From an optimization exercise on the open Yosys and OpenROAD flow, aimed at small area and few clock cycles per item; shortcuts taken in it are not production practice.
RTL that was checked went through simulation tests only; none was proved equivalent to the original.
No functional check of the RTL was part of run 2.
No activity file was given, so power comes from the tool's default toggle rates.

### flow/flow/run.sh
#!/bin/bash
# Standard layout with area-oriented changes: port buffers use buf_1 and
# clock tree synthesis uses clusters of sinks under single small clock
# buffers, without dummy loads. Constant outputs share one tie cell.
set -euo pipefail
export SKIP_REPAIR_TIE_FANOUT=1
export BUFFER_PORTS_ARGS="-buffer_cell sky130_fd_sc_hd__buf_1"
export CTS_ARGS="-sink_clustering_enable -repair_clock_nets -dont_use_dummy_load -buf_list sky130_fd_sc_hd__clkbuf_8 -sink_clustering_size 20 -sink_clustering_max_diameter 60"
bash standard.sh > standard_make.log 2>&1
### flow/standard.sh
#!/bin/bash
# synth_recipe.tcl (not shown) runs the flow's synth.tcl, then flattens the netlist and writes it again
# the make line also repeats each setting of config.mk as NAME=value (left out here)
make -C /OpenROAD-flow-scripts/flow DESIGN_CONFIG=/design/flow/config.mk WORK_HOME=/design/flow/orfs CLKGATE_MAP_FILE= SYNTH_SCRIPT=/design/flow/synth_recipe.tcl "${@:-finish}"
### flow/config.mk
export PLATFORM = sky130hd
export DESIGN_NAME = range_negotiation_ack_barrier_unit
export DESIGN_NICKNAME = range_negotiation_ack_barrier_unit
export VERILOG_FILES = /design/flow/design.v
export SDC_FILE = /design/flow/constraint.sdc
export NUM_CORES = 4
export LEC_CHECK = 0
export CAP_MARGIN = 20
export CORE_MARGIN = 2
export CORE_UTILIZATION = 70
export SLEW_MARGIN = 20
### flow/constraint.sdc
create_clock -name core_clock -period 6.5 [get_ports {clk}]
set_input_delay 1.3000 -clock core_clock [delete_from_list [all_inputs] [get_ports {clk}]]
set_output_delay 1.3000 -clock core_clock [all_outputs]
set_load 0.01 [all_outputs]
### flow/design.v
`timescale 1ns / 1ps
package rnab_pkg;
    localparam int SRC_W   = 8;
    localparam int ROUND_W = 32;
    localparam int PADDR_W = 3;
    localparam int PDATA_W = 32;
    localparam int RANK_W  = 7;
endpackage
`timescale 1ns / 1ps
module rnab_cfg (
    input  logic                          clk,
    input  logic                          rst_n,
    input  logic                          psel,
    input  logic                          penable,
    input  logic                          pwrite,
    input  logic [rnab_pkg::PADDR_W-1:0]  paddr,
    input  logic [rnab_pkg::PDATA_W-1:0]  pwdata,
    output logic [rnab_pkg::PDATA_W-1:0]  prdata,
    output logic                          pready,
    output logic [rnab_pkg::RANK_W-1:0]   rank_total
);
    assign pready = 1'b1;
    assign prdata = paddr[2] ? '0 : rnab_pkg::PDATA_W'(rank_total);
    always_ff @(posedge clk or negedge rst_n)
    begin
        if (!rst_n)
            rank_total <= rnab_pkg::RANK_W'(1);
        else if (psel && penable && pwrite && !paddr[2])
            rank_total <= pwdata[rnab_pkg::RANK_W-1:0];
    end
endmodule
`timescale 1ns / 1ps
module rnab_core (
    input  logic                          clk,
    input  logic                          rst_n,
    input  logic                          take,
    input  logic                          bump,
    input  logic [1:0]                    action,
    input  logic [rnab_pkg::SRC_W-1:0]    sender,
    input  logic [rnab_pkg::ROUND_W-1:0]  msg_round,
    input  logic [rnab_pkg::RANK_W-1:0]   rank_total,
    output logic [2:0]                    kind,
    output logic [2:0]                    err,
    output logic                          two,
    output logic [1:0]                    phase,
    output logic [1:0]                    prev_phase,
    output logic [rnab_pkg::ROUND_W-1:0]  pivot_round,
    output logic [rnab_pkg::ROUND_W-1:0]  ack_round
);
    localparam logic [1:0] P_INIT   = 2'd0;
    localparam logic [1:0] P_READY  = 2'd1;
    localparam logic [1:0] P_RENEGO = 2'd2;
    localparam logic [1:0] P_ACK    = 2'd3;
    localparam logic [2:0] K_PIVOTS  = 3'd0;
    localparam logic [2:0] K_ACKS    = 3'd1;
    localparam logic [2:0] K_RELEASE = 3'd2;
    localparam logic [2:0] K_NONE    = 3'd3;
    localparam logic [2:0] K_ERROR   = 3'd4;
    logic [5:0]                    resp;
    logic                          sel;
    logic [6:0]                    n_eff;
    logic                          bad;
    logic                          renego;
    logic [6:0]                    resp_inc;
    logic                          pivot_done;
    logic [rnab_pkg::ROUND_W-1:0]  ack_round_inc;
    logic                          to_next;
    logic                          is_now;
    logic                          marked;
    logic [6:0]                    cnt_now;
    logic                          complete;
    logic [1:0]  phase_d;
    logic [1:0]  prev_d;
    logic        resp_ld;
    logic        pr_inc;
    logic        ar_inc;
    logic        set_en;
    logic        swap;
    assign n_eff      = rank_total[6] ? 7'd64 : rank_total;
    assign bad        = (sender >= {1'b0, n_eff});
    assign renego     = (phase == P_RENEGO);
    assign resp_inc   = renego ? {1'b0, resp} + 7'd1 : 7'd1;
    assign pivot_done = (resp_inc >= n_eff);
    logic [rnab_pkg::ROUND_W-1:0]  ack_carry;
    logic [rnab_pkg::ROUND_W-1:0]  piv_tog;
    logic [3:0]                    ack_blk;
    logic [3:0]                    piv_blk;
    assign ack_blk[0] = 1'b1;
    assign piv_blk[0] = pr_inc || bump;
    for (genvar b = 1; b < 4; b++)
    begin : g_blk
        assign ack_blk[b] = ack_blk[b-1] && (&ack_round[8*b-1:8*b-8]);
        assign piv_blk[b] = piv_blk[b-1] && (&pivot_round[8*b-1:8*b-8]);
    end
    for (genvar i = 0; i < rnab_pkg::ROUND_W; i++)
    begin : g_carry
        if (i % 8 == 0)
        begin : g_first
            assign ack_carry[i] = ack_blk[i/8];
            assign piv_tog[i]   = piv_blk[i/8];
        end
        else
        begin : g_next
            assign ack_carry[i] = ack_carry[i-1] && ack_round[i-1];
            assign piv_tog[i]   = piv_tog[i-1] && pivot_round[i-1];
        end
    end
    assign ack_round_inc = ack_round ^ ack_carry;
    assign to_next       = (msg_round == ack_round_inc);
    assign is_now        = (msg_round == ack_round);
    assign complete      = to_next ? (cnt_now >= n_eff) : ({1'b0, cnt_now} + 8'd1 >= {1'b0, n_eff});
    rnab_fifo u_maps (
        .clk     (clk),
        .rst_n   (rst_n),
        .sel     (sel),
        .to_next (to_next),
        .idx     (sender[5:0]),
        .set_en  (set_en),
        .swap    (swap),
        .marked  (marked),
        .cnt_now (cnt_now)
    );
    always_comb
    begin
        kind    = K_NONE;
        err     = 3'd0;
        two     = 1'b0;
        phase_d = phase;
        prev_d  = prev_phase;
        resp_ld = 1'b0;
        pr_inc  = 1'b0;
        ar_inc  = 1'b0;
        set_en  = 1'b0;
        swap    = 1'b0;
        case (action)
            2'd0:
            begin
                if (!phase[1])
                begin
                    prev_d  = phase;
                    phase_d = P_RENEGO;
                    resp_ld = 1'b1;
                    kind    = K_PIVOTS;
                end
            end
            2'd1:
            begin
                if (msg_round != pivot_round)
                begin
                    kind = K_ERROR;
                    err  = 3'd1;
                end
                else if (bad)
                begin
                    kind = K_ERROR;
                    err  = 3'd3;
                end
                else
                begin
                    resp_ld = 1'b1;
                    if (!renego)
                    begin
                        prev_d  = phase;
                        phase_d = P_RENEGO;
                        kind    = K_PIVOTS;
                    end
                    if (pivot_done)
                    begin
                        prev_d  = P_RENEGO;
                        phase_d = P_ACK;
                        if (!renego)
                            two = 1'b1;
                        else
                        begin
                            kind   = K_ACKS;
                            pr_inc = 1'b1;
                        end
                    end
                end
            end
            2'd2:
            begin
                if (!to_next && !is_now)
                begin
                    kind = K_ERROR;
                    err  = 3'd2;
                end
                else if (bad)
                begin
                    kind = K_ERROR;
                    err  = 3'd3;
                end
                else if (marked)
                begin
                    kind = K_ERROR;
                    err  = 3'd4;
                end
                else if (complete && !phase[1])
                begin
                    kind = K_ERROR;
                    err  = 3'd5;
                end
                else if (complete)
                begin
                    swap   = 1'b1;
                    set_en = to_next;
                    ar_inc = 1'b1;
                    if (phase == P_ACK)
                    begin
                        prev_d  = P_ACK;
                        phase_d = P_READY;
                        kind    = K_RELEASE;
                    end
                end
                else
                    set_en = 1'b1;
            end
            default:
            begin
                if (renego)
                begin
                    kind = K_ERROR;
                    err  = 3'd6;
                end
                else
                    phase_d = P_INIT;
            end
        endcase
        if (!take)
        begin
            resp_ld = 1'b0;
            pr_inc  = 1'b0;
            ar_inc  = 1'b0;
            set_en  = 1'b0;
            swap    = 1'b0;
        end
    end
    always_ff @(posedge clk or negedge rst_n)
    begin
        if (!rst_n)
        begin
            phase       <= P_INIT;
            prev_phase  <= P_INIT;
            resp        <= '0;
            pivot_round <= '0;
            ack_round   <= '0;
            sel         <= 1'b0;
        end
        else
        begin
            if (take)
            begin
                phase      <= phase_d;
                prev_phase <= prev_d;
            end
            if (resp_ld)
                resp <= (action == 2'd0) ? 6'd0 : resp_inc[5:0];
            pivot_round <= pivot_round ^ piv_tog;
            ack_round   <= ack_round ^ (ack_carry & {rnab_pkg::ROUND_W{ar_inc}});
            if (swap)
                sel <= !sel;
        end
    end
endmodule
`timescale 1ns / 1ps
module rnab_fifo (
    input  logic        clk,
    input  logic        rst_n,
    input  logic        sel,
    input  logic        to_next,
    input  logic [5:0]  idx,
    input  logic        set_en,
    input  logic        swap,
    output logic        marked,
    output logic [6:0]  cnt_now
);
    logic [63:0] bank_a;
    logic [63:0] bank_b;
    logic [6:0]  cnt_a;
    logic [6:0]  cnt_b;
    logic [63:0] onehot;
    logic [63:0] onehot_s;
    logic        tgt_b;
    logic        clr_a;
    logic        clr_b;
    logic        set_a;
    logic        set_b;
    assign tgt_b   = sel ^ to_next;
    assign onehot  = 64'd1 << idx;
    assign onehot_s = {64{set_en}} & onehot;
    assign marked  = tgt_b ? (bank_b[idx] && !clr_b) : (bank_a[idx] && !clr_a);
    assign cnt_now = sel ? cnt_b : cnt_a;
    assign set_a  = set_en && !tgt_b;
    assign set_b  = set_en && tgt_b;
    always_ff @(posedge clk)
    begin
        bank_a <= (bank_a & {64{!clr_a}}) | (onehot_s & {64{!tgt_b}});
        bank_b <= (bank_b & {64{!clr_b}}) | (onehot_s & {64{tgt_b}});
    end
    always_ff @(posedge clk or negedge rst_n)
    begin
        if (!rst_n)
        begin
            cnt_a <= '0;
            cnt_b <= '0;
            clr_a <= 1'b1;
            clr_b <= 1'b1;
        end
        else
        begin
            clr_a <= swap && !sel;
            clr_b <= swap && sel;
            if (swap && !sel)
                cnt_a <= '0;
            else if (set_a)
                cnt_a <= cnt_a + 1'b1;
            if (swap && sel)
                cnt_b <= '0;
            else if (set_b)
                cnt_b <= cnt_b + 1'b1;
        end
    end
endmodule
`timescale 1ns / 1ps
module range_negotiation_ack_barrier_unit (
    input  logic                          clk,
    input  logic                          rst_n,
    input  logic                          in_valid,
    output logic                          in_ready,
    input  logic [1:0]                    action,
    input  logic [rnab_pkg::SRC_W-1:0]    sender,
    input  logic [rnab_pkg::ROUND_W-1:0]  msg_round,
    output logic                          out_valid,
    input  logic                          out_ready,
    output logic [2:0]                    kind,
    output logic [2:0]                    error_code,
    output logic [rnab_pkg::ROUND_W-1:0]  round,
    output logic [1:0]                    phase,
    output logic [1:0]                    prev_phase,
    output logic                          last,
    input  logic                          psel,
    input  logic                          penable,
    input  logic                          pwrite,
    input  logic [rnab_pkg::PADDR_W-1:0]  paddr,
    input  logic [rnab_pkg::PDATA_W-1:0]  pwdata,
    output logic [rnab_pkg::PDATA_W-1:0]  prdata,
    output logic                          pready
);
    logic [rnab_pkg::RANK_W-1:0]   rank_total;
    logic                          pend2;
    logic                          take;
    logic                          bump;
    logic [2:0]                    kind_c;
    logic [2:0]                    err_c;
    logic                          two_c;
    logic [rnab_pkg::ROUND_W-1:0]  pivot_round;
    logic [rnab_pkg::ROUND_W-1:0]  ack_round;
    assign in_ready = !pend2 && (!out_valid || out_ready);
    assign take     = in_valid && in_ready;
    assign bump     = pend2 && out_ready;
    rnab_cfg u_cfg (
        .clk        (clk),
        .rst_n      (rst_n),
        .psel       (psel),
        .penable    (penable),
        .pwrite     (pwrite),
        .paddr      (paddr),
        .pwdata     (pwdata),
        .prdata     (prdata),
        .pready     (pready),
        .rank_total (rank_total)
    );
    rnab_core u_core (
        .clk         (clk),
        .rst_n       (rst_n),
        .take        (take),
        .bump        (bump),
        .action      (action),
        .sender      (sender),
        .msg_round   (msg_round),
        .rank_total  (rank_total),
        .kind        (kind_c),
        .err         (err_c),
        .two         (two_c),
        .phase       (phase),
        .prev_phase  (prev_phase),
        .pivot_round (pivot_round),
        .ack_round   (ack_round)
    );
    always_ff @(posedge clk or negedge rst_n)
    begin
        if (!rst_n)
        begin
            out_valid <= 1'b0;
            pend2     <= 1'b0;
        end
        else
        begin
            if (take)
            begin
                out_valid <= 1'b1;
                pend2     <= two_c;
            end
            else if (out_ready)
            begin
                out_valid <= pend2;
                pend2     <= 1'b0;
            end
        end
    end
    always_ff @(posedge clk)
    begin
        if (take)
        begin
            kind       <= kind_c;
            error_code <= err_c;
        end
        else if (bump)
            kind <= 3'd1;
    end
    assign last  = !pend2;
    assign round = (pivot_round & {rnab_pkg::ROUND_W{kind == 3'd0}})
                 | (ack_round & {rnab_pkg::ROUND_W{kind == 3'd1}});
endmodule
==> results of run 1 <==
power breakdown:
| part | internal [mW] | switching, mW | leakage (nW) |
|---|---|---|---|
| logic | 0.145 | 0.256 | 4.43 |
| clock network | 0.250 | 0.444 | 0.129 |
| registers | 1.48 | 0.0288 | 2.45 |
sequential cells by signal (all words and copies together), names as in the netlist:
register              cells
pend2                     1
u_core.u_maps.cnt_a       7
u_core.sel                1
u_core.u_maps.bank_b     64
kind                      3
u_core.u_maps.bank_a     64
u_core.u_maps.cnt_b       7
u_core.prev_phase         2
error_code                3
u_cfg.rank_total          7
out_valid                 1
u_core.u_maps.clr_a       1
u_core.u_maps.clr_b       1
u_core.pivot_round       32
u_core.resp               6
u_core.phase              2
u_core.ack_round         32
synthesized netlist by cell type (all sizes together), types with 6 or more instances:
cell    instances
a211oi          6
a21o            7
a21oi          19
a22o           34
a22oi           7
and2            7
and3           26
buf            42
clkbuf         37
dfrtp          97
dfxtp         128
edfxtp          6
ha             92
inv           152
mux2           17
mux2i          25
mux4           23
nand2          59
nand2b          6
nand3          30
nand4          42
nor2           43
nor2b          13
nor3           18
nor4           12
o21ai          20
o22ai         129
or3             6
or4             8
xnor2          87
xor2           62
cell families (layout without fill, tap and decap cells):
kind of cell / count (synthesis) / in the layout / share of synthesized area, %
other: 2 / 2 / 0.0578
AND/OR/NAND/NOR: 288 / 288 / 11.9
buffers and inverters: 233 / 293 / 7.63
multiplexers: 65 / 65 / 7.38
adder cells (fa/ha/maj): 92 / 92 / 8.86
flip-flops: 234 / 234 / 40.4
XOR/XNOR: 149 / 149 / 10.0
AO/OA/AOI/OAI: 261 / 261 / 13.7
worst paths after layout:
check                                                 startpoint                                 end  slack, ns  depth (start not counted)
worst min register to register  u_core.u_maps.bank_a[63]$_DFF_P_    u_core.u_maps.bank_a[63]$_DFF_P_       0.48                          2
min in group asynchronous                                  rst_n       u_core.ack_round[2]$_DFF_PN0_       0.88                          1
worst max register to register     u_core.ack_round[1]$_DFF_PN0_  u_core.u_maps.cnt_b[6]$_DFFE_PN0P_       0.38                         20
worst min-delay path            u_core.u_maps.bank_a[63]$_DFF_P_    u_core.u_maps.bank_a[63]$_DFF_P_       0.48                          2
worst max-delay path               u_core.ack_round[1]$_DFF_PN0_  u_core.u_maps.cnt_b[6]$_DFFE_PN0P_       0.38                         20
max in group asynchronous                                  rst_n          u_core.resp[4]$_DFFE_PN0P_       4.56                          2
layer usage:
metal	share of wire, %	vias to the layer above	track usage, %
met5	0	-	0
met4	2.8	0	10.0
met3	6.7	68	4.96
met2	46	386	51.6
met1	45	4949	46.3
li1	-	4825	-
final cells by class:
cell class                      count  share of cell area [%]
Multi-Input combinational cell    857                    49.6
Clock buffer                       18                    1.82
Inverter                          154                    4.24
Tap cell                          229                    2.10
Sequential cell                   234                    38.5
Timing Repair Buffer              121                    3.73
critical path, delay by kind of cell (launching register included):
kind	cells	cell delay, ns
and+or+nand+nor	8	2.72
adders and majority gates	7	1.40
AOI/OAI and AO/OA	3	0.98
DFF	1	0.48
xor gates and xnor gates	1	0.19
buffers and inverters	1	0.10
placed cells by master (no fill, tap or decap), types with 4 or more instances in the layout:
cell and n:
clkbuf_8 18, nand4_1 42, mux4_2 23, mux2_2 17, o211ai_1 5, ha_1 92
a22o_1 34, or4_1 8, nor2b_1 13, nor2_1 43, nand3_1 30, a211oi_1 5
and3_1 26, buf_1 106, nor4_1 11, edfxtp_1 6, buf_4 14, inv_1 152
xor2_1 62, a31oi_1 5, a21o_1 7, a221oi_1 4, and4_1 5, a22oi_1 7
dfxtp_1 128, xnor2_1 87, dfrtp_1 97, or3_1 6, and2_1 7, o21ai_0 19
o22ai_1 129, nand2_1 59, mux2i_1 25, nor3_1 15, a21oi_1 19, nand4b_1 5
nand2b_1 6
==> flow_summary.json, run 1 <==
{
  "core_um2": 18100,
  "powerDensity_nw_per_um2": 191,
  "max_stage_delay_ns": 0.56,
  "die_x_um": 140,
  "wl_per_cell_um": 19.7,
  "cts_buffers": 18,
  "overflow": 0,
  "routabilityCongestion": 1.00,
  "synthFlopType": "dfxtp_1",
  "synth.distinct_cells": 69,
  "syn2layout_area_growth_pct": 4.91,
  "cts-htree-levels": 1,
  "track_usage_pct": 32.4,
  "num_vias": 10228,
  "setup_tns_ns": 0,
  "final_nets": 1562,
  "maxCapViolCount": 0,
  "fillers": 1375,
  "cts_tree": "built",
  "drcViolationCount": 0,
  "hold_buffers": 0,
  "ys_ff_latch": 234,
  "async_flop_share_pct": 42.7,
  "max_slew_margin_pct": 37.3,
  "first_pass_iters": 5,
  "ir_drop_v": 0.000201,
  "avgSynthCellArea_um2": 9.82,
  "antenna_found_initial": 0,
  "final-setup-viol-count": 0,
  "finalMaxSlewViolations": 0,
  "cp_max_fo": 8,
  "cts_root_buf": "clkbuf_8",
  "cp.required_ns": 6.80,
  "seq_area_um2": 5250,
  "grt_pass1_wl_um": 51200,
  "hold_path.class": "flop to flop",
  "io_buffers": 108,
  "multi_input_area_um2": 6770,
  "clk_path_buf_depth": 3,
  "drt_wl_total_um": 31800,
  "io_pins": 162,
  "fin_crit_ns": 6.12,
  "cpMostUsedCell": "ha_1",
  "yosysTopAreaCell": "dfxtp_1",
  "yosys-top-cells-area": "dfxtp_1, dfrtp_1, ha_1",
  "holdWs_ns": 0.476,
  "path_cells": "ha_1 > and4_1 > nand4_1 > nor3_1 > inv_1 > nor3_1 > ha_1 > ha_1 > ha_1 > ha_1 > ha_1 > ha_1 > xor2_1 > or4_1 > nor4_1 > a41o_1 > nand4_1 > a211o_1 > nor3_2 > a21oi_1",
  "layout_worst_path_cycle_share_pct": 94.2,
  "final_cells": 1613,
  "hold_viol": 0,
  "post_cts_buffers": 0,
  "drtIter0Drc": 905,
  "start_kind": "flop",
  "grt_pass1_vias": 9911,
  "synth_seq_area_share_pct": 40.4,
  "cp.arrival_ns": 6.43,
  "via_per_inst": 6.34,
  "floorplan.initialDensity_pct": 71.9,
  "status": "no timing/DRC/antenna violations",
  "yosysTopAreaCellShare_pct": 19.7,
  "grt_max_degree": 70,
  "finish.instance_area_um2": 13600,
  "drive_above_1_share_pct": 6.21,
  "die_y_um": 140,
  "synthCells": 1324,
  "cts_sinks": 234,
  "setup.worst_path.end_class": "flop",
  "antenna_cells": 0,
  "max_slew.worst_pin.slew_ns": 0.931,
  "clk_pin_slew_ns": 0.12,
  "insertion_delay_ns": 0.55,
  "power_mw": 2.61,
  "fin_util_pct": 75.4,
  "dp_worst_setup_slack_ns": 0.650,
  "postRouteAntennaNets": 0,
  "netlist_area_um2": 13000,
  "place_area_um2": 13400,
  "skew_ns": 0.111,
  "dpl.hpwl_um": 22500,
  "rows": 49,
  "synth_edf_count": 6,
  "slowest_stage": "a211o_1",
  "syn_nets": 1500,
  "fmax_ghz": 0.163,
  "cts_resized": 0,
  "setup_slack_ns": 0.378,
  "dieArea_um2": 19700,
  "yosysWarnings": 4,
  "dp_cells": 1595,
  "rsz0062_at_grt": "no",
  "worstSetupPathType": "flop to flop",
  "p_leak_nw": 7.01
}
Testbench counts, summed over its fixed seeds: cycles 64,320, items 64,000.
==> run 2, diff against run 1 <==
--- a/flow/design.v
+++ b/flow/design.v
@@ -281,3 +281,2 @@
     logic [63:0] onehot;
-    logic [63:0] onehot_s;
     logic        tgt_b;
@@ -289,3 +288,2 @@
     assign onehot  = 64'd1 << idx;
-    assign onehot_s = {64{set_en}} & onehot;
     assign marked  = tgt_b ? (bank_b[idx] && !clr_b) : (bank_a[idx] && !clr_a);
@@ -296,4 +294,4 @@
     begin
-        bank_a <= (bank_a & {64{!clr_a}}) | (onehot_s & {64{!tgt_b}});
-        bank_b <= (bank_b & {64{!clr_b}}) | (onehot_s & {64{tgt_b}});
+        bank_a <= (bank_a & {64{!clr_a}}) | (onehot & {64{set_a}});
+        bank_b <= (bank_b & {64{!clr_b}}) | (onehot & {64{set_b}});
     end
--- a/flow/config.mk
+++ b/flow/config.mk
@@ -9,3 +9,3 @@
 export CORE_MARGIN = 2
-export CORE_UTILIZATION = 70
+export CORE_UTILIZATION = 40
 export SLEW_MARGIN = 20
==> flow_summary.json, run 2 <==
{
  "floorplan.initialDensity_pct": 40.8,
  "grt_max_degree": 69,
  "antenna_cells": 0,
  "synthCells": 1294,
  "syn2layout_area_growth_pct": 8.49,
  "yosysTopAreaCellShare_pct": 19.8,
  "path_cells": "ha_1 > nand4_1 > nor4_1 > buf_4 > inv_1 > nor3_1 > ha_1 > ha_1 > ha_1 > ha_1 > ha_1 > ha_1 > ha_1 > xnor2_1 > nand4_1 > or4_4 > o31ai_1 > and4_2 > nor2_2 > o41ai_4 > mux2_2",
  "cts_sinks": 234,
  "via_per_inst": 5.54,
  "antenna_found_initial": 1,
  "synth_seq_area_share_pct": 40.5,
  "cts_buffers": 24,
  "cp.arrival_ns": 6.41,
  "postRouteAntennaNets": 0,
  "wl_per_cell_um": 19.1,
  "status": "no timing/DRC/antenna violations",
  "synthFlopType": "dfxtp_1",
  "max_stage_delay_ns": 0.57,
  "fmax_ghz": 0.168,
  "setup_tns_ns": 0,
  "yosysTopAreaCell": "dfxtp_1",
  "cts_root_buf": "clkbuf_8",
  "clk_pin_slew_ns": 0.12,
  "powerDensity_nw_per_um2": 193,
  "cp_max_fo": 9,
  "final_cells": 1780,
  "p_leak_nw": 7.00,
  "power_mw": 2.72,
  "post_cts_buffers": 0,
  "start_kind": "flop",
  "critPathBufInv": 2,
  "syn_nets": 1470,
  "io_pins": 162,
  "core_um2": 31700,
  "dieArea_um2": 33800,
  "final_cell_mix": "inv_1, dfxtp_1, o22ai_1",
  "hold_viol": 0,
  "grt_pass1_wl_um": 53800,
  "fillers": 3078,
  "drcViolationCount": 0,
  "fin_crit_ns": 5.96,
  "yosysWarnings": 4,
  "grt_pass1_vias": 9839,
  "skew_ns": 0.122,
  "multi_input_area_um2": 6720,
  "maxCapViolCount": 0,
  "layout.cells.most_common": "inv_1",
  "cts-htree-levels": 1,
  "cp.required_ns": 6.95,
  "routabilityCongestion": 0.966,
  "slowest_stage": "or4_4",
  "final_nets": 1556,
  "cp_top_family": "simple AND/OR/NAND/NOR gates",
  "cts_tree": "built",
  "ir_drop_v": 0.000155,
  "async_flop_share_pct": 42.7,
  "first_pass_iters": 5,
  "synth_edf_count": 6,
  "die_y_um": 184,
  "hold_path.class": "flop to flop",
  "max_slew_margin_pct": 42.3,
  "setup.worst_path.end_class": "flop",
  "ys_ff_latch": 234,
  "insertion_delay_ns": 0.60,
  "finalMaxSlewViolations": 0,
  "track_usage_pct": 20.1,
  "setup_slack_ns": 0.544,
  "netlist_area_um2": 13000,
  "clk_path_buf_depth": 3,
  "max_slew.worst_pin.slew_ns": 0.858,
  "largest_registers": "u_core.u_maps.bank_a (64), u_core.u_maps.bank_b (64)",
  "num_vias": 9862,
  "die_x_um": 184,
  "layout_worst_path_cycle_share_pct": 91.6,
  "drt_wl_total_um": 34100,
  "final-setup-viol-count": 0,
  "rsz0062_at_grt": "no",
  "synth.distinct_cells": 75,
  "synth.most_common_cell": "inv_1",
  "seq_area_um2": 5250,
  "drtIter0Drc": 502,
  "io_buffers": 108,
  "overflow": 0,
  "dpl.hpwl_um": 24400,
  "dp_cells": 1755,
  "hold_buffers": 0,
  "worstSetupPathType": "flop to flop",
  "drive_above_1_share_pct": 9.80,
  "holdWs_ns": 0.471,
  "dp_worst_setup_slack_ns": 0.480,
  "avgSynthCellArea_um2": 10.0,
  "netlist_top_cells_count": "inv_1, dfxtp_1, o22ai_1, dfrtp_1, ha_1",
  "yosys-top-cells-area": "dfxtp_1, dfrtp_1, ha_1",
  "cpMostUsedCell": "ha_1",
  "rows": 65
}
[run 2: per-layer routing]
| metal | up-vias | GRT usage, % | share of wire (%) |
|---|---|---|---|
| li1 | 4745 | - | - |
| met3 | 56 | 2.40 | 4.1 |
| met4 | 2 | 5.57 | 2.4 |
| met5 | - | 0 | 0.038 |
| met2 | 231 | 33.2 | 47 |
| met1 | 4828 | 27.8 | 47 |
[run 2: worst reg2reg max path: stages (launching register included)]
cell and delay (ns):
dfrtp_1 0.47, ha_1 0.25, nand4_1 0.14, nor4_1 0.31, buf_4 0.19, inv_1 0.04, nor3_1 0.31, ha_1 0.25
ha_1 0.18, ha_1 0.18, ha_1 0.18, ha_1 0.20, ha_1 0.19, ha_1 0.24, xnor2_1 0.17, nand4_1 0.09
or4_4 0.57, o31ai_1 0.50, and4_2 0.46, nor2_2 0.13, o41ai_4 0.42, mux2_2 0.37
[run 2: kinds of logic after synthesis]
| group | Yosys count | share of synthesized area [%] |
|---|---|---|
| xor+xnor | 147 | 9.94 |
| buf+inv | 229 | 7.69 |
| simple gates | 275 | 10.9 |
| fa+ha+maj | 92 | 8.89 |
| mux | 62 | 7.78 |
| compound gates | 253 | 14.2 |
| other cells | 2 | 0.0580 |
| flops | 234 | 40.5 |
[run 2: layout make-up]
type                            count  share of cell area, %
Multi-Input combinational cell    831                   47.8
Sequential cell                   234                   37.4
Timing Repair Buffer              142                   4.98
Inverter                          147                   3.93
Tap cell                          402                   3.58
Clock buffer                       24                   2.35
[run 2: final timing paths]
kind / startpoint / endpoint / slack [ns] / cells past startpoint
max reg2reg: u_core.ack_round[1]$_DFF_PN0_ / u_core.prev_phase[0]$_DFFE_PN0P_ / 0.54 / 21
min reg2reg: u_core.u_maps.bank_a[2]$_DFF_P_ / u_core.u_maps.bank_a[2]$_DFF_P_ / 0.47 / 2
max: u_core.ack_round[1]$_DFF_PN0_ / u_core.prev_phase[0]$_DFFE_PN0P_ / 0.54 / 21
max in group asynchronous: rst_n / u_core.pivot_round[24]$_DFF_PN0_ / 5.04 / 2
min: u_core.u_maps.bank_a[2]$_DFF_P_ / u_core.u_maps.bank_a[2]$_DFF_P_ / 0.47 / 2
min in group asynchronous: rst_n / u_core.pivot_round[0]$_DFF_PN0_ / 0.65 / 1
[run 2: report_power, final]
part	internal, mW	leakage [nW]	switching [mW]	total, mW
Combinational	0.143	4.37	0.253	0.397
Sequential	1.48	2.45	0.0282	1.51
Clock	0.328	0.173	0.485	0.813
Total	1.95	7.00	0.767	2.72
[run 2: timing repair]
| item | in CTS | in global routing |
|---|---|---|
| resized for setup | 0 | 1 |
| setup endpoints to repair | 0 | 11 |
| hold endpoints to repair | 0 | 0 |
[run 2: through the flow]
| stage | area, µm² | util (%) |
|---|---|---|
| floorplan | 13000 | - |
| finish | 14100 | 44.3 |
| global placement | 13700 | 43.2 |
| detailed placement | 13700 | 43.2 |
| CTS | 14000 | 44.2 |
| global route | 14100 | 44.3 |
==> run 3, diff against run 2 <==
--- a/flow/design.v
+++ b/flow/design.v
@@ -281,2 +281,3 @@
     logic [63:0] onehot;
+    logic [63:0] onehot_s;
     logic        tgt_b;
@@ -288,2 +289,3 @@
     assign onehot  = 64'd1 << idx;
+    assign onehot_s = {64{set_en}} & onehot;
     assign marked  = tgt_b ? (bank_b[idx] && !clr_b) : (bank_a[idx] && !clr_a);
@@ -294,4 +296,4 @@
     begin
-        bank_a <= (bank_a & {64{!clr_a}}) | (onehot & {64{set_a}});
-        bank_b <= (bank_b & {64{!clr_b}}) | (onehot & {64{set_b}});
+        bank_a <= (bank_a & {64{!clr_a}}) | (onehot_s & {64{!tgt_b}});
+        bank_b <= (bank_b & {64{!clr_b}}) | (onehot_s & {64{tgt_b}});
     end
--- a/flow/flow/run.sh
+++ b/flow/flow/run.sh
@@ -7,3 +7,3 @@
 export BUFFER_PORTS_ARGS="-buffer_cell sky130_fd_sc_hd__buf_1"
-export CTS_ARGS="-sink_clustering_enable -repair_clock_nets -dont_use_dummy_load -buf_list sky130_fd_sc_hd__clkbuf_8 -sink_clustering_size 20 -sink_clustering_max_diameter 60"
+export CTS_ARGS="-sink_clustering_enable -repair_clock_nets -dont_use_dummy_load -buf_list sky130_fd_sc_hd__clkbuf_8 -sink_clustering_size 30 -sink_clustering_max_diameter 45"
 bash standard.sh > standard_make.log 2>&1
--- a/flow/config.mk
+++ b/flow/config.mk
@@ -9,3 +9,3 @@
 export CORE_MARGIN = 2
-export CORE_UTILIZATION = 40
+export CORE_UTILIZATION = 60
 export SLEW_MARGIN = 20
==> flow_summary.json, run 3 <==
{
  "rsz0062_at_grt": "no",
  "critPathBufInv": 1,
  "hold_viol": 0,
  "syn_nets": 1500,
  "top_usage_layer": "met2",
  "ir_drop_v": 0.000164,
  "gr-usage-met3_pct": 4.34,
  "max_stage_delay_ns": 0.59,
  "final_nets": 1582,
  "overflow": 0,
  "postRouteAntennaNets": 0,
  "grt_use_met1_pct": 41.3,
  "cts-htree-levels": 1,
  "place_area_um2": 13500,
  "cts_sinks": 234,
  "synth_edf_count": 6,
  "cp.arrival_ns": 6.38,
  "ys_ff_latch": 234,
  "die_y_um": 151,
  "drt_wl_total_um": 33000,
  "maxCapViolCount": 0,
  "grt_max_degree": 67,
  "final_cell_mix": "inv_1, o22ai_1, dfxtp_1",
  "yosysTopAreaCellShare_pct": 19.7,
  "netlist_area_um2": 13000,
  "crit_start": "u_core.ack_round[1]$_DFF_PN0_",
  "status": "no timing/DRC/antenna violations",
  "layout_worst_path_cycle_share_pct": 90.9,
  "synth_seq_area_share_pct": 40.4,
  "dp_cells": 1648,
  "finish.instance_area_um2": 13900,
  "holdWs_ns": 0.471,
  "cp_max_fo": 8,
  "cpMostUsedCell": "ha_1",
  "p_leak_nw": 7.13,
  "fmax_ghz": 0.169,
  "antenna_cells": 0,
  "setup_tns_ns": 0,
  "drtIter0Drc": 788,
  "max_slew_margin_pct": 44.8,
  "cts_resized": 0,
  "grt_pass1_vias": 9840,
  "finalMaxSlewViolations": 0,
  "slowest_stage": "or4_1",
  "path_cells": "ha_1 > and4_1 > nand4_1 > nor3_1 > inv_1 > nor3_1 > ha_1 > ha_1 > ha_1 > ha_1 > ha_1 > ha_1 > ha_1 > xor2_1 > nor4_1 > nand4b_1 > or4_1 > o2bb2ai_2 > or3_1 > or4_1 > a21oi_1",
  "clk_pin_slew_ns": 0.08,
  "die_x_um": 151,
  "layout.cells.most_common": "inv_1",
  "cts_root_buf": "clkbuf_8",
  "max_slew.worst_pin.slew_ns": 0.826,
  "hold_buffers": 0,
  "fin_crit_ns": 5.91,
  "post_cts_buffers": 0,
  "io_pins": 162,
  "cts_tree": "built",
  "worstSetupPathType": "flop to flop",
  "antenna_found_initial": 0,
  "floorplan.initialDensity_pct": 61.4,
  "multi_input_area_um2": 6770,
  "first_pass_iters": 5,
  "start_kind": "flop",
  "synthCells": 1324,
  "final-setup-viol-count": 0,
  "num_vias": 10165,
  "powerDensity_nw_per_um2": 204,
  "cts_buffers": 31,
  "rows": 53,
  "timing.rr.start": "u_core.ack_round[1]$_DFF_PN0_",
  "min_from": "u_core.u_maps.bank_a[63]$_DFF_P_",
  "met2_usage_pct": 46.0,
  "insertion_delay_ns": 0.62,
  "seq_area_um2": 5250,
  "wl_per_cell_um": 19.7,
  "drcViolationCount": 0,
  "avgSynthCellArea_um2": 9.82,
  "setup_slack_ns": 0.590,
  "cp.required_ns": 6.97,
  "yosysWarnings": 4,
  "skew_ns": 0.0981,
  "dpl.hpwl_um": 23400,
  "dp_worst_setup_slack_ns": 0.686,
  "fillers": 1843,
  "clk_path_buf_depth": 3,
  "yosys-top-cells-area": "dfxtp_1, dfrtp_1, ha_1",
  "yosysTopAreaCell": "dfxtp_1",
  "via_per_inst": 6.05,
  "async_flop_share_pct": 42.7,
  "synth.most_common_cell": "inv_1",
  "cp_top_family": "simple AND/OR/NAND/NOR gates",
  "netlist_top_cells_count": "inv_1, o22ai_1, dfxtp_1, dfrtp_1, ha_1",
  "io_buffers": 108,
  "core_um2": 21200,
  "final_cells": 1679,
  "syn2layout_area_growth_pct": 7.13,
  "largest_registers": "u_core.u_maps.bank_a (64), u_core.u_maps.bank_b (64)",
  "drive_above_1_share_pct": 7.55,
  "hold_path.class": "flop to flop",
  "synthFlopType": "dfxtp_1",
  "grt_pass1_wl_um": 51900,
  "track_usage_pct": 29.0,
  "routabilityCongestion": 0.923,
  "dieArea_um2": 22900,
  "synth.distinct_cells": 69,
  "setup.worst_path.end_class": "flop"
}
run 3: kinds of logic (layout without fill, tap and decap cells):
logic type | count (synthesis) | in the layout | share of synthesized area, %
AO/OA/AOI/OAI | 261 | 261 | 13.7
other | 2 | 2 | 0.0578
buffers and inverters | 233 | 313 | 7.63
XOR/XNOR | 149 | 149 | 10.0
flip-flops | 234 | 234 | 40.4
multiplexers | 65 | 65 | 7.38
AND/OR/NAND/NOR | 288 | 288 | 11.9
adder cells (fa/ha/maj) | 92 | 92 | 8.86
run 3: report_power, final:
group	switching, mW	leakage, nW	internal (mW)
Clock	0.505	0.223	0.417
Combinational	0.259	4.46	0.147
Sequential	0.0287	2.45	1.48
Total	0.793	7.13	2.05
run 3: final cells by class:
type | instances | area share (%)
clock buffer | 31 | 3.06
sequential | 234 | 37.7
tap | 275 | 2.47
timing repair buffer | 128 | 4.03
inverter | 154 | 4.15
multi-input combinational | 857 | 48.6
run 3: metal layers:
| layer | vias to the layer above | routed length, µm |
|---|---|---|
| met2 | 351 | 14900 |
| met1 | 4873 | 14900 |
| met4 | 0 | 845 |
| met5 | - | 0 |
| li1 | 4879 | - |
| met3 | 62 | 2460 |
run 3: per-stage QoR:
| stage | total power [mW] | util, % |
|---|---|---|
| floorplan | 1.81 | - |
| global placement | 1.94 | 63.8 |
| detailed placement | 1.95 | 63.8 |
| CTS | 2.86 | 65.8 |
| global route | 2.96 | 65.8 |
| finish | 2.84 | 65.8 |
run 3: path summary, 6_finish.rpt:
check	to	slack (ns)	cells past startpoint
min	u_core.u_maps.bank_a[63]$_DFF_P_	0.47	2
min in group asynchronous	u_cfg.rank_total[3]$_DFFE_PN0P_	0.78	1
min reg2reg	u_core.u_maps.bank_a[63]$_DFF_P_	0.47	2
max	u_core.u_maps.cnt_b[5]$_DFFE_PN0P_	0.59	21
max in group asynchronous	u_core.ack_round[27]$_DFF_PN0_	4.50	2
max reg2reg	u_core.u_maps.cnt_b[5]$_DFFE_PN0P_	0.59	21
run 3: worst reg2reg max path: stages (launching register included):
cell       delay (ns)
dfrtp_1          0.44
ha_1             0.23
and4_1           0.20
nand4_1          0.20
nor3_1           0.33
inv_1            0.10
nor3_1           0.29
ha_1             0.25
ha_1             0.18
ha_1             0.16
ha_1             0.16
ha_1             0.18
ha_1             0.17
ha_1             0.24
xor2_1           0.19
nor4_1           0.28
nand4b_1         0.19
or4_1            0.59
o2bb2ai_2        0.26
or3_1            0.55
or4_1            0.50
a21oi_1          0.15
Testbench counts of run 3, summed over its fixed seeds: cycles 64,320, items 64,000.
==> run 4, diff against run 3 <==
--- a/flow/design.v
+++ b/flow/design.v
@@ -352,2 +352,3 @@
     logic                          bump;
+    logic [3:0]                    code;
     logic [2:0]                    kind_c;
@@ -413,12 +414,11 @@
         if (take)
-        begin
-            kind       <= kind_c;
-            error_code <= err_c;
-        end
+            code <= (err_c != 3'd0) ? {1'b1, err_c} : {2'b00, kind_c[1:0]};
         else if (bump)
-            kind <= 3'd1;
+            code <= 4'd1;
     end
-    assign last  = !pend2;
-    assign round = (pivot_round & {rnab_pkg::ROUND_W{kind == 3'd0}})
-                 | (ack_round & {rnab_pkg::ROUND_W{kind == 3'd1}});
+    assign kind       = {code[3], code[1:0] & {2{!code[3]}}};
+    assign error_code = {code[2], code[1:0] & {2{code[3]}}};
+    assign last       = !pend2;
+    assign round      = (pivot_round & {rnab_pkg::ROUND_W{code == 4'd0}})
+                      | (ack_round & {rnab_pkg::ROUND_W{code == 4'd1}});
 endmodule
--- a/flow/flow/run.sh
+++ b/flow/flow/run.sh
@@ -7,3 +7,3 @@
 export BUFFER_PORTS_ARGS="-buffer_cell sky130_fd_sc_hd__buf_1"
-export CTS_ARGS="-sink_clustering_enable -repair_clock_nets -dont_use_dummy_load -buf_list sky130_fd_sc_hd__clkbuf_8 -sink_clustering_size 30 -sink_clustering_max_diameter 45"
+export CTS_ARGS="-sink_clustering_enable -repair_clock_nets -dont_use_dummy_load -buf_list sky130_fd_sc_hd__clkbuf_16 -sink_clustering_size 30 -sink_clustering_max_diameter 50"
 bash standard.sh > standard_make.log 2>&1
--- a/flow/config.mk
+++ b/flow/config.mk
@@ -9,3 +9,3 @@
 export CORE_MARGIN = 2
-export CORE_UTILIZATION = 60
+export CORE_UTILIZATION = 70
 export SLEW_MARGIN = 20
==> flow_summary.json, run 4 <==
{
  "start_kind": "flop",
  "ys_ff_latch": 232,
  "grt_pass1_wl_um": 50400,
  "yosysTopAreaCell": "dfxtp_1",
  "fmax_ghz": 0.168,
  "ir_drop_v": 0.000263,
  "cts_sinks": 232,
  "multi_input_area_um2": 6800,
  "grt_max_degree": 66,
  "fin_crit_ns": 5.97,
  "floorplan.initialDensity_pct": 71.3,
  "cts_root_buf": "clkbuf_16",
  "synth.most_common_cell": "dfxtp_1",
  "layout_worst_path_cycle_share_pct": 91.8,
  "final_nets": 1495,
  "setup_tns_ns": 0,
  "rows": 49,
  "yosys-top-cells-area": "dfxtp_1, dfrtp_1, ha_1",
  "antenna_cells": 0,
  "seq_area_um2": 5190,
  "cts_resized": 0,
  "grt_pass1_vias": 9795,
  "finalMaxSlewViolations": 0,
  "track_usage_pct": 31.9,
  "core_um2": 17900,
  "maxCapViolCount": 0,
  "io_buffers": 108,
  "final_cell_mix": "dfxtp_1, buf_1, dfrtp_1",
  "dieArea_um2": 19300,
  "via_per_inst": 6.32,
  "io_pins": 162,
  "synthCells": 1246,
  "clk_pin_slew_ns": 0.06,
  "fin_util_pct": 77.3,
  "num_vias": 9764,
  "overflow": 0,
  "p_leak_nw": 6.43,
  "final-setup-viol-count": 0,
  "worstSetupPathType": "flop to flop",
  "largest_registers": "u_core.u_maps.bank_a (64), u_core.u_maps.bank_b (64)",
  "cts_buffers": 25,
  "rsz0062_at_grt": "no",
  "cts_tree": "built",
  "netlist_area_um2": 12800,
  "hold_buffers": 0,
  "cp_max_fo": 16,
  "dpl.hpwl_um": 21400,
  "netlist_top_cells_count": "dfxtp_1, dfrtp_1, ha_1, nand2_1, inv_1",
  "status": "no timing/DRC/antenna violations",
  "cts-htree-levels": 1,
  "syn_nets": 1422,
  "cp.required_ns": 6.93,
  "max_slew_margin_pct": 28.1,
  "drtIter0Drc": 777,
  "cp.arrival_ns": 6.40,
  "die_y_um": 139,
  "synth_edf_count": 4,
  "clk_path_buf_depth": 3,
  "wl_per_cell_um": 20.0,
  "yosysWarnings": 4,
  "async_flop_share_pct": 43.1,
  "drt_wl_total_um": 30900,
  "layout.cells.most_common": "dfxtp_1",
  "antenna_found_initial": 0,
  "skew_ns": 0.0478,
  "powerDensity_nw_per_um2": 219,
  "drive_above_1_share_pct": 8.12,
  "routabilityCongestion": 0.950,
  "first_pass_iters": 7,
  "max_slew.worst_pin.slew_ns": 1.08,
  "fillers": 1255,
  "avgSynthCellArea_um2": 10.2,
  "die_x_um": 139,
  "insertion_delay_ns": 0.54,
  "hold_viol": 0,
  "synth_seq_area_share_pct": 40.6,
  "yosysTopAreaCellShare_pct": 20.1,
  "hold_path.class": "flop to flop",
  "drcViolationCount": 0,
  "power_mw": 3.03,
  "setup.worst_path.end_class": "flop",
  "synth.distinct_cells": 66,
  "synthFlopType": "dfxtp_1",
  "syn2layout_area_growth_pct": 8.42,
  "postRouteAntennaNets": 0,
  "post_cts_buffers": 0
}
[run 4: cell types whose count changed in the layout (fill, tap and decap cells not counted), sizes merged, moves of 10 or more]
cell | before | now
inv | 152 | 84
o22ai | 129 | 64
o2bb2ai | 2 | 64
nand2 | 59 | 90
and3 | 26 | 6
xor2 | 62 | 77
a21oi | 19 | 33
xnor2 | 87 | 75
and2 | 7 | 17
nand4 | 42 | 32
[run 4: logic make-up after synthesis]
logic type | after synthesis | synth area share [%]
AO/OA/AOI/OAI | 264 | 15.3
AND/OR/NAND/NOR | 271 | 10.7
other | 2 | 0.0588
XOR/XNOR | 152 | 10.4
buffers and inverters | 171 | 6.25
adder cells (fa/ha/maj) | 92 | 9.02
flip-flops | 232 | 40.6
multiplexers | 62 | 7.56
[run 4: final cells by class]
type                       instances  share of cell area (%)
inverter                          84                    2.28
clock buffer                      25                    4.52
sequential                       232                    37.5
multi-input combinational        843                    49.1
tap                              229                    2.07
timing repair buffer             133                    4.51
[run 4: final timing paths]
kind	start	end	slack (ns)	cells past startpoint
worst max-delay path	u_core.ack_round[1]$_DFF_PN0_	u_core.u_maps.bank_b[7]$_DFF_P_	0.53	23
min in group asynchronous	rst_n	u_core.pivot_round[19]$_DFF_PN0_	0.77	1
max in group asynchronous	rst_n	u_cfg.rank_total[1]$_DFFE_PN0P_	4.46	2
worst min-delay path	u_core.u_maps.bank_b[22]$_DFF_P_	u_core.u_maps.bank_b[22]$_DFF_P_	0.45	1
worst max register to register	u_core.ack_round[1]$_DFF_PN0_	u_core.u_maps.bank_b[7]$_DFF_P_	0.53	23
worst min register to register	u_core.u_maps.bank_b[22]$_DFF_P_	u_core.u_maps.bank_b[22]$_DFF_P_	0.45	1
[run 4: per-stage QoR]
stage / hold WS, ns / setup slack, ns / cells / cell area (µm²)
floorplan: 0.427 / 1.35 / 1246 / 12800
finish: 0.452 / 0.531 / 1546 / 13800
global placement: 0.440 / 0.695 / 1521 / 13200
CTS: 0.455 / 0.552 / 1546 / 13800
detailed placement: 0.442 / 0.648 / 1521 / 13200
global route: 0.468 / 0.0639 / 1546 / 13800
[run 4: where the power goes]
group	internal (mW)	leakage, nW	total, mW	switching [mW]
clock network	0.670	0.308	1.19	0.523
registers	1.46	2.43	1.49	0.0260
logic	0.129	3.70	0.350	0.221
[run 4: layer usage]
metal / up-vias / wire length, µm / GRT usage, %
met5: - / 0 / 0
met4: 0 / 995 / 11.0
met3: 79 / 2260 / 5.59
met2: 367 / 14200 / 51.3
met1: 4708 / 13400 / 44.2
li1: 4610 / - / -
[run 4: critical path: stages, from the launching register on]
cell       delay (ns)
dfrtp_1          0.43
ha_1             0.23
nand3_1          0.13
nor4_1           0.61
inv_1            0.12
nor3_1           0.31
ha_1             0.24
ha_1             0.18
ha_1             0.18
ha_1             0.17
ha_1             0.18
ha_1             0.17
ha_1             0.24
xnor2_1          0.14
nand4_1          0.09
or4_1            0.51
or3_1            0.42
a21oi_1          0.28
and4_1           0.29
buf_4            0.20
and3_1           0.26
nand3_1          0.10
buf_4            0.25
o2bb2ai_1        0.15
Testbench counts of run 4, summed over its fixed seeds: cycles 64,320, items 64,000.
==> run 5, diff against run 4 <==
--- a/flow/flow/run.sh
+++ b/flow/flow/run.sh
@@ -7,3 +7,3 @@
 export BUFFER_PORTS_ARGS="-buffer_cell sky130_fd_sc_hd__buf_1"
-export CTS_ARGS="-sink_clustering_enable -repair_clock_nets -dont_use_dummy_load -buf_list sky130_fd_sc_hd__clkbuf_16 -sink_clustering_size 30 -sink_clustering_max_diameter 50"
+export CTS_ARGS="-sink_clustering_enable -repair_clock_nets -dont_use_dummy_load -buf_list sky130_fd_sc_hd__clkbuf_8 -sink_clustering_size 20 -sink_clustering_max_diameter 60"
 bash standard.sh > standard_make.log 2>&1
==> flow_summary.json, run 5 <==
{
  "finalMaxSlewViolations": 0,
  "holdPathStages": 1,
  "final-setup-viol-count": 0,
  "netlist_area_um2": 12800,
  "holdWs_ns": 0.464,
  "avgSynthCellArea_um2": 10.2,
  "cts_tree": "built",
  "fin_util_pct": 75.2,
  "antenna_found_initial": 0,
  "final_cells": 1539,
  "fin_crit_ns": 5.97,
  "place_area_um2": 13200,
  "postRouteAntennaNets": 0,
  "cp.arrival_ns": 6.42,
  "p_clk_share_pct": 27.4,
  "yosys-top-cells-area": "dfxtp_1, dfrtp_1, ha_1",
  "synth_seq_area_share_pct": 40.6,
  "setup_slack_ns": 0.528,
  "synth_edf_count": 4,
  "p_int_mw": 1.84,
  "cts_sinks": 232,
  "p_leak_nw": 6.26,
  "routabilityCongestion": 0.950,
  "setup_tns_ns": 0,
  "syn_nets": 1422,
  "async_flop_share_pct": 43.1,
  "max_stage_delay_ns": 0.61,
  "io_buffers": 108,
  "slowest_stage": "nor4_1",
  "critPathBufInv": 3,
  "skew_ns": 0.0611,
  "die_y_um": 139,
  "dieArea_um2": 19300,
  "yosysTopAreaCell": "dfxtp_1",
  "hold_viol": 0,
  "dpl.hpwl_um": 21400,
  "drtIter0Drc": 727,
  "final_cell_mix": "dfxtp_1, buf_1, dfrtp_1",
  "ir_drop_v": 0.000199,
  "wl_met2_um": 13900,
  "synth.most_common_cell": "dfxtp_1",
  "num_vias": 9619,
  "switching_power_mw": 0.690,
  "timing.rr.start": "u_core.ack_round[1]$_DFF_PN0_",
  "cts_root_buf": "clkbuf_8",
  "drt_wl_total_um": 30000,
  "core_um2": 17900,
  "netlist_top_cells_count": "dfxtp_1, dfrtp_1, ha_1, nand2_1, inv_1",
  "rrSetupSlack_ns": 0.53,
  "fmax_ghz": 0.167,
  "drive_above_1_share_pct": 7.63,
  "power_mw": 2.53,
  "dp_cells": 1521,
  "via_per_inst": 6.25,
  "rsz0062_at_grt": "no",
  "yosysTopAreaCellShare_pct": 20.1,
  "synthCells": 1246,
  "synth.distinct_cells": 66,
  "layout.cells.most_common": "dfxtp_1",
  "ys_ff_latch": 232,
  "cts_buffers": 18,
  "status": "no timing/DRC/antenna violations",
  "cp_max_fo": 16,
  "cpMostUsedCell": "ha_1",
  "combPwrFrac_pct": 13.8,
  "reg2reg_to": "u_core.u_maps.bank_b[15]$_DFF_P_",
  "min_from": "u_core.u_maps.bank_b[19]$_DFF_P_",
  "grt_pass1_wl_um": 49000,
  "wl_met1_um": 13500,
  "antenna_cells": 0,
  "hold_path.class": "flop to flop",
  "clk_path_buf_depth": 3,
  "floorplan.initialDensity_pct": 71.3,
  "powerDensity_nw_per_um2": 188,
  "wl_met3_um": 1880,
  "rr_worst_depth": 23,
  "rows": 49,
  "switching_share_pct": 27.3,
  "post_cts_buffers": 0,
  "largest_registers": "u_core.u_maps.bank_a (64), u_core.u_maps.bank_b (64)",
  "hold_buffers": 0,
  "drcViolationCount": 0,
  "finish.instance_area_um2": 13500,
  "syn2layout_area_growth_pct": 5.46,
  "cp_num_cells": 23,
  "die_x_um": 139,
  "grt_max_degree": 66,
  "grt_pass1_vias": 9549,
  "start_kind": "flop",
  "dp_worst_setup_slack_ns": 0.648,
  "clk_pin_slew_ns": 0.08,
  "cp.required_ns": 6.95,
  "max_slew_margin_pct": 27.7,
  "overflow": 0,
  "whs_endpoint": "u_core.u_maps.bank_b[19]$_DFF_P_",
  "worstSetupPathType": "flop to flop",
  "cts_resized": 0,
  "setup.worst_path.end_class": "flop",
  "cp_top_family": "simple AND/OR/NAND/NOR gates",
  "max_slew.worst_pin.slew_ns": 1.08,
  "track_usage_pct": 31.0,
  "final_nets": 1488,
  "path_cells": "ha_1 > nand3_1 > nor4_1 > inv_1 > nor3_1 > ha_1 > ha_1 > ha_1 > ha_1 > ha_1 > ha_1 > ha_1 > xnor2_1 > nand4_1 > or4_1 > or3_1 > a21oi_1 > and4_1 > buf_4 > and3_1 > nand3_1 > buf_4 > o2bb2ai_1",
  "insertion_delay_ns": 0.54,
  "maxCapViolCount": 0,
  "cts-htree-levels": 1,
  "first_pass_iters": 5,
  "wl_per_cell_um": 19.5,
  "top_layer": "met4",
  "pwr-share-seq_pct": 58.7,
  "io_pins": 162,
  "layout_worst_path_cycle_share_pct": 91.9,
  "synthFlopType": "dfxtp_1",
  "yosysWarnings": 4
}
[run 5: cell families (layout without fill, tap and decap cells)]
| group | after synthesis | count (layout) | synth area share [%] |
|---|---|---|---|
| AND/OR/NAND/NOR | 271 | 271 | 10.7 |
| XOR/XNOR | 152 | 152 | 10.4 |
| flip-flops | 232 | 232 | 40.6 |
| buffers and inverters | 171 | 235 | 6.25 |
| multiplexers | 62 | 62 | 7.56 |
| adder cells (fa/ha/maj) | 92 | 92 | 9.02 |
| AO/OA/AOI/OAI | 264 | 264 | 15.3 |
| other | 2 | 2 | 0.0588 |
[run 5: power by group through the flow]
stage | Combinational, mW | Sequential [mW] | Clock (mW)
after detailed placement | 0.346 | 1.52 | 0
after global placement | 0.340 | 1.52 | 0
after floorplan | 0.243 | 1.51 | 0
after CTS | 0.349 | 1.49 | 0.711
after global routing | 0.390 | 1.49 | 0.751
final | 0.349 | 1.49 | 0.694
[run 5: worst reg2reg max path: stages (launching register included)]
cell and delay, ns:
dfrtp_1 0.44, ha_1 0.23, nand3_1 0.14, nor4_1 0.61, inv_1 0.09, nor3_1 0.32, ha_1 0.24, ha_1 0.19
ha_1 0.18, ha_1 0.18, ha_1 0.18, ha_1 0.17, ha_1 0.24, xnor2_1 0.14, nand4_1 0.10, or4_1 0.51
or3_1 0.42, a21oi_1 0.28, and4_1 0.29, buf_4 0.20, and3_1 0.25, nand3_1 0.10, buf_4 0.26, o2bb2ai_1 0.17
[run 5: final cells by class]
class | count | area (µm²)
repair buffers | 133 | 624
clock buffers | 18 | 248
flip-flops and latches | 232 | 5190
fillers | 1332 | 4440
inverters | 84 | 315
well taps | 229 | 287
multi-input cells | 843 | 6800
[run 5: worst max path at each step]
stage / startpoint / to / slack (ns)
3_5_place_dp: u_core.ack_round[1]$_DFF_PN0_ / u_core.u_maps.bank_b[31]$_DFF_P_ / 0.65
3_3_place_gp: u_core.ack_round[1]$_DFF_PN0_ / u_core.u_maps.bank_b[15]$_DFF_P_ / 0.70
4_1_cts: u_core.ack_round[1]$_DFF_PN0_ / u_core.u_maps.bank_b[15]$_DFF_P_ / 0.59
5_1_grt: u_core.ack_round[1]$_DFF_PN0_ / u_core.u_maps.bank_b[15]$_DFF_P_ / 0.07
2_1_floorplan: u_core.ack_round[1]$_DFF_PN0_ / u_core.ack_round[16]$_DFF_PN0_ / 1.35
6_report: u_core.ack_round[1]$_DFF_PN0_ / u_core.u_maps.bank_b[15]$_DFF_P_ / 0.53
[run 5: routing by layer]
layer  up-vias  global-route usage [%]
met4         0                    7.97
met5         -                       0
met3        54                    4.59
met1      4645                    44.1
met2       326                    50.4
li1       4594                       -
==> run 6, diff against run 5 <==
--- a/flow/config.mk
+++ b/flow/config.mk
@@ -7,5 +7,5 @@
 export LEC_CHECK = 0
-export CAP_MARGIN = 20
+export CAP_MARGIN = 0
 export CORE_MARGIN = 2
 export CORE_UTILIZATION = 70
-export SLEW_MARGIN = 20
+export SLEW_MARGIN = 0
==> flow_summary.json, run 6 <==
{
  "finalMaxSlewViolations": 0,
  "fin_crit_ns": 5.98,
  "first_pass_iters": 5,
  "final-setup-viol-count": 0,
  "powerDensity_nw_per_um2": 188,
  "netlist_area_um2": 12800,
  "dpl.hpwl_um": 21400,
  "routabilityCongestion": 0.950,
  "synth.distinct_cells": 66,
  "clk_pin_slew_ns": 0.08,
  "layout_worst_path_cycle_share_pct": 92.0,
  "holdWs_ns": 0.464,
  "netlist_top_cells_count": "dfxtp_1, dfrtp_1, ha_1, nand2_1, inv_1",
  "hold_viol": 0,
  "grt_max_degree": 66,
  "io_buffers": 108,
  "rows": 49,
  "yosysTopAreaCellShare_pct": 20.1,
  "status": "no timing/DRC/antenna violations",
  "cts_buffers": 18,
  "setup.worst_path.end_class": "flop",
  "core_um2": 17900,
  "dp_cells": 1521,
  "cp.arrival_ns": 6.43,
  "syn2layout_area_growth_pct": 5.46,
  "hold_buffers": 0,
  "post_cts_buffers": 0,
  "drtIter0Drc": 727,
  "setup_tns_ns": 0,
  "pwr-share-seq_pct": 58.8,
  "cts_tree": "built",
  "ir_drop_v": 0.000199,
  "synthFlopType": "dfxtp_1",
  "floorplan.initialDensity_pct": 71.3,
  "min_from": "u_core.u_maps.bank_b[19]$_DFF_P_",
  "final_nets": 1488,
  "drt_wl_total_um": 30000,
  "die_y_um": 139,
  "start_kind": "flop",
  "clk_path_buf_depth": 3,
  "die_x_um": 139,
  "combPwrFrac_pct": 13.8,
  "fmax_ghz": 0.167,
  "antenna_cells": 0,
  "synthCells": 1246,
  "insertion_delay_ns": 0.54,
  "yosysTopAreaCell": "dfxtp_1",
  "final_cell_mix": "dfxtp_1, buf_1, dfrtp_1",
  "cp.required_ns": 6.95,
  "track_usage_pct": 31.0,
  "postRouteAntennaNets": 0,
  "io_pins": 162,
  "switching_power_mw": 0.690,
  "p_leak_nw": 6.26,
  "holdPathStages": 1,
  "async_flop_share_pct": 43.1,
  "layout.cells.most_common": "dfxtp_1",
  "whs_endpoint": "u_core.u_maps.bank_b[19]$_DFF_P_",
  "avgSynthCellArea_um2": 10.2,
  "p_clk_share_pct": 27.4,
  "rr_worst_depth": 23,
  "final_cells": 1539,
  "p_int_mw": 1.84,
  "cts_resized": 0,
  "synth_edf_count": 4,
  "grt_pass1_wl_um": 49000,
  "ys_ff_latch": 232,
  "yosysWarnings": 4,
  "max_slew.worst_pin.slew_ns": 1.08,
  "worstSetupPathType": "flop to flop",
  "cts_sinks": 232,
  "syn_nets": 1422,
  "rrSetupSlack_ns": 0.52,
  "drive_above_1_share_pct": 7.63,
  "max_slew_margin_pct": 27.8,
  "via_per_inst": 6.26,
  "cts_root_buf": "clkbuf_8",
  "maxCapViolCount": 0,
  "yosys-top-cells-area": "dfxtp_1, dfrtp_1, ha_1",
  "grt_pass1_vias": 9549,
  "switching_share_pct": 27.3,
  "largest_registers": "u_core.u_maps.bank_a (64), u_core.u_maps.bank_b (64)",
  "timing.rr.start": "u_core.ack_round[1]$_DFF_PN0_",
  "reg2reg_to": "u_core.u_maps.bank_b[15]$_DFF_P_",
  "cp_max_fo": 16,
  "dieArea_um2": 19300,
  "hold_path.class": "flop to flop",
  "num_vias": 9630,
  "antenna_found_initial": 0,
  "power_mw": 2.53,
  "overflow": 0,
  "synth.most_common_cell": "dfxtp_1",
  "skew_ns": 0.0613,
  "synth_seq_area_share_pct": 40.6,
  "cts-htree-levels": 1,
  "rsz0062_at_grt": "no",
  "drcViolationCount": 0,
  "wl_per_cell_um": 19.5
}
run 6: cell counts after synthesis:
Identical to the previous run, type by type.
run 6: worst max-delay path, cell delays in order (launching register included):
cell and delay [ns]:
dfrtp_1 0.44, ha_1 0.23, nand3_1 0.14, nor4_1 0.61, inv_1 0.09, nor3_1 0.32
ha_1 0.24, ha_1 0.19, ha_1 0.18, ha_1 0.18, ha_1 0.18, ha_1 0.17
ha_1 0.24, xnor2_1 0.14, nand4_1 0.10, or4_1 0.51, or3_1 0.42, a21oi_1 0.28
and4_1 0.29, buf_4 0.20, and3_1 0.25, nand3_1 0.10, buf_4 0.26, o2bb2ai_1 0.17
run 6: worst max-delay path by stage:
stage	depth (start not counted)	startpoint	slack [ns]	to
6_report	23	u_core.ack_round[1]$_DFF_PN0_	0.52	u_core.u_maps.bank_b[15]$_DFF_P_
5_1_grt	23	u_core.ack_round[1]$_DFF_PN0_	0.07	u_core.u_maps.bank_b[15]$_DFF_P_
4_1_cts	23	u_core.ack_round[1]$_DFF_PN0_	0.59	u_core.u_maps.bank_b[15]$_DFF_P_
3_5_place_dp	23	u_core.ack_round[1]$_DFF_PN0_	0.65	u_core.u_maps.bank_b[31]$_DFF_P_
3_3_place_gp	23	u_core.ack_round[1]$_DFF_PN0_	0.70	u_core.u_maps.bank_b[15]$_DFF_P_
2_1_floorplan	24	u_core.ack_round[1]$_DFF_PN0_	1.35	u_core.ack_round[16]$_DFF_PN0_
run 6: area by class of cell:
type                            instances  area [µm²]
Clock buffer                           18         248
Fill cell                            1332        4440
Inverter                               84         315
Multi-Input combinational cell        843        6800
Sequential cell                       232        5190
Tap cell                              229         287
Timing Repair Buffer                  133         624
run 6: power groups by stage:
stage          Clock [mW]  Combinational [mW]  Sequential, mW
3_3_place_gp            0               0.340            1.52
3_5_place_dp            0               0.346            1.52
4_1_cts             0.711               0.349            1.49
5_1_grt             0.751               0.390            1.49
6_report            0.694               0.349            1.49
2_1_floorplan           0               0.243            1.51
run 6: metrics by stage:
stage | util (%) | worst slack (ns) | area, µm²
6_report | 75.2 | 0.519 | 13500
5_1_grt | 75.2 | 0.0723 | 13500
4_1_cts | 75.2 | 0.589 | 13500
3_5_place_dp | 73.8 | 0.648 | 13200
3_3_place_gp | 73.8 | 0.695 | 13200
2_1_floorplan | - | 1.35 | 12800
run 6: per-layer routing:
layer	part of all wire, %	GRT usage (%)
met1	45	44.1
met2	46	50.4
met3	6.5	4.59
met4	2.4	7.97
met5	0	0
run 6: logic make-up (layout without fill, tap and decap cells):
logic type,count (synthesis),count (layout),synth area share (%)
xor+xnor,152,152,10.4
fa+ha+maj,92,92,9.02
mux,62,62,7.56
buf+inv,171,235,6.25
simple gates,271,271,10.7
flops,232,232,40.6
other cells,2,2,0.0588
compound gates,264,264,15.3

==> re-timing with driven ports <==
The results above use ideal ports. As a check the final layouts listed here were re-extracted and re-timed, cells and wires unchanged. Step 1: set_driving_cell puts a clkbuf_16 on clk and a buf_2 on each other input, an assumption about the parent block. Step 2 times the ports against the registers' clock, not the clock port: input delays grow and output delays shrink by t, the midpoint of the rising clock arrivals with the driver on. Slacks: no drivers / after step 1 / after step 2; pairs: no drivers / after step 1.
run | t, ns | slack for setup (ns) | clock arrival spread, ns
run 1 | 0.543 | 0.378 / 0.378 / 0.378 | 0.111 / 0.111
run 2 | 0.588 | 0.544 / 0.544 / 0.544 | 0.122 / 0.122
run 3 | 0.611 | 0.590 / 0.590 / 0.590 | 0.098 / 0.098
run 4 | 0.558 | 0.531 / 0.531 / 0.531 | 0.048 / 0.047
run 5 | 0.555 | 0.528 / 0.528 / 0.528 | 0.061 / 0.061
run 6 | 0.555 | 0.519 / 0.519 / 0.519 | 0.062 / 0.061
After both steps every run listed still meets setup and hold.
